What follows belongs to an exercise in optimizing a design on an open flow for small area, a short achievable clock period and few clock cycles per item; a production flow would make more cautious choices. Only simulation tests tie the RTL to the original design; equivalence was not proved.

Setup of the baseline:
## idct_8x8
module idct_8x8 #(
    parameter int DATA_W      = 16,
    parameter int COEF_FRAC   = 14,
    parameter int LEVEL_SHIFT = 0
) (
    input  logic              clk,
    input  logic              rst_n,
    input  logic              in_valid,
    output logic              in_ready,
    input  logic [DATA_W-1:0] in_data,
    output logic              out_valid,
    input  logic              out_ready,
    output logic [7:0]        out_data,
    output logic              busy,
    output logic              block_done
);
Size: about 12000 cells after synthesis, about 32 I/O pins, ~130000 um^2 of cells after synthesis.
export LEC_CHECK = 0
export CAP_MARGIN = 20
export CORE_MARGIN = 2
export CORE_UTILIZATION = 65
export CTS_CLUSTER_DIAMETER = 110
export CTS_CLUSTER_SIZE = 22
export SLEW_MARGIN = 20
create_clock -name core_clock -period 12.0 [get_ports {clk}]
standard.sh (not shown) runs the stock make flow with config.mk's settings and CLKGATE_MAP_FILE= SYNTH_SCRIPT=/design/flow/synth_recipe.tcl, a recipe that flattens the netlist after the stock synthesis.
==> flow/flow/run.sh <==
#!/bin/bash
# Standard ORFS layout at the design's clock and constraints; the timing
# repair after CTS and after global routing is asked to keep extra setup
# slack so that the achieved period shrinks. Tool output goes to flow.log.
set -euo pipefail
bash standard.sh SETUP_SLACK_MARGIN=6.8 finish > flow.log 2>&1
Testbench counts of the baseline, summed over its fixed seeds: cycles 5,096, items 64.
Edits applied to the flow inputs when going from the baseline to the candidate:
Settings: changing CTS_CLUSTER_SIZE from 22 to 20; changing CTS_CLUSTER_DIAMETER from 110 to 100; changing CORE_UTILIZATION from 65 to 55.
Notes after the runs:
- Number of buffers added by the clock tree synthesis step for the candidate: 17 up relative to the baseline
- The candidate vs. the baseline: worst hold slack saw a decrease, routed via count down 1877, setup slack saw an increase, count of non-filler cells in the finished layout climbed 454, design area went up.
- Diff the baseline..the candidate | post-route fraction of the period consumed by the critical path | negligible
- Delta (the candidate minus the baseline): met2 routed wirelength comparable; minimum clock period now smaller.


idct_8x8, a different RTL version from the one above (not shown whole).
For scale: ~13000 cells after synthesis, ~2700 flip-flops, about 32 I/O pins, ~0.13 mm2 of cells after synthesis.
export LEC_CHECK = 0
export CAP_MARGIN = 20
export CORE_MARGIN = 2
export CORE_UTILIZATION = 55
export CTS_BUF_LIST = sky130_fd_sc_hd__clkbuf_8
export CTS_CLUSTER_DIAMETER = 80
export CTS_CLUSTER_SIZE = 15
export SLEW_MARGIN = 20
create_clock -name core_clock -period 12.0 [get_ports {clk}]
==> flow/flow/run.sh <==
#!/bin/bash
# Standard ORFS layout at the design's clock and constraints; the timing
# repair after CTS and after global routing is asked to keep extra setup
# slack so that the achieved period shrinks. Tool output goes to flow.log.
set -euo pipefail
bash standard.sh SETUP_SLACK_MARGIN=7.0 finish > flow.log 2>&1
The baseline produced a clean layout.
Testbench counts at the start, summed over its fixed seeds: cycles 5,096, items 64.
Rerun with:
--- a/flow/flow/run.sh
+++ b/flow/flow/run.sh
@@ -6 +6 @@
-bash standard.sh SETUP_SLACK_MARGIN=7.0 finish > flow.log 2>&1
+bash standard.sh SETUP_SLACK_MARGIN=6.8 finish > flow.log 2>&1
--- a/flow/config.mk
+++ b/flow/config.mk
@@ -10 +10 @@
-export CORE_UTILIZATION = 55
+export CORE_UTILIZATION = 50
- The new run finished with timing, DRC and antenna clean
- utilization fell by 5.6 points
- design area barely changes
- cell count rose slightly
- via count fell slightly
- area after synthesis does not change
- global-route usage fell by 2.5 points
Rerun with:
--- a/flow/config.mk
+++ b/flow/config.mk
@@ -10 +10 @@
-export CORE_UTILIZATION = 50
+export CORE_UTILIZATION = 55
Result:
- hold slack gets better by 0.024 ns
- via count went up by 0.72%
- global-route usage went up by 2.4 points
Rerun with:
--- a/flow/config.mk
+++ b/flow/config.mk
@@ -11,3 +11,2 @@
-export CTS_BUF_LIST = sky130_fd_sc_hd__clkbuf_8
-export CTS_CLUSTER_DIAMETER = 80
-export CTS_CLUSTER_SIZE = 15
+export CTS_CLUSTER_DIAMETER = 100
+export CTS_CLUSTER_SIZE = 20
Count of clock-buffer cells in the layout goes down by 12.
Die area stays the same.
Cell area goes up by 0.97%.
Non-clock buffer count goes up by 8.
Via count hardly moves.

## what the ideal ports hide
The results above use ideal ports. As a check the final layouts listed here were re-extracted and re-timed, cells and wires unchanged. Step 1 (the two cells are an assumption about what drives the block):
set clk [get_ports {clk}]
set_driving_cell -lib_cell sky130_fd_sc_hd__clkbuf_16 $clk
set_driving_cell -lib_cell sky130_fd_sc_hd__buf_2 [delete_from_list [all_inputs] $clk]
Step 2 moves the port delays by t, midway between the first and last clock arrival at a register: inputs arrive t later, outputs are due t later. That takes back most of the time a late clock gives input paths. Three values: ideal ports, drivers, drivers and shift; two values: the first two.
run	t (ns)	setup slack, ns	slew at the worst register clock pin (ns)	worst slew at a driven data input, ns	pins driven straight from the clock port
the baseline	0.942	6.826 / 6.807 / 6.106	0.11 / 0.11	0.06	1
the candidate	0.917	6.830 / 6.810 / 6.156	0.10 / 0.10	0.07	1
the first run of note 2	1.086	6.872 / 6.837 / 6.232	0.12 / 0.12	0.04	1
the second run of note 2	1.109	6.820 / 6.798 / 6.319	0.12 / 0.12	0.03	1
the third run of note 2	1.108	6.845 / 6.822 / 6.221	0.11 / 0.11	0.04	1
the fourth run of note 2	0.944	6.845 / 6.822 / 6.342	0.09 / 0.09	0.04	1
After both steps setup and hold are still met in every run listed. The setup slack of the baseline, which loses most, moves by -0.019 ns with the drivers and by -0.720 ns with both steps.
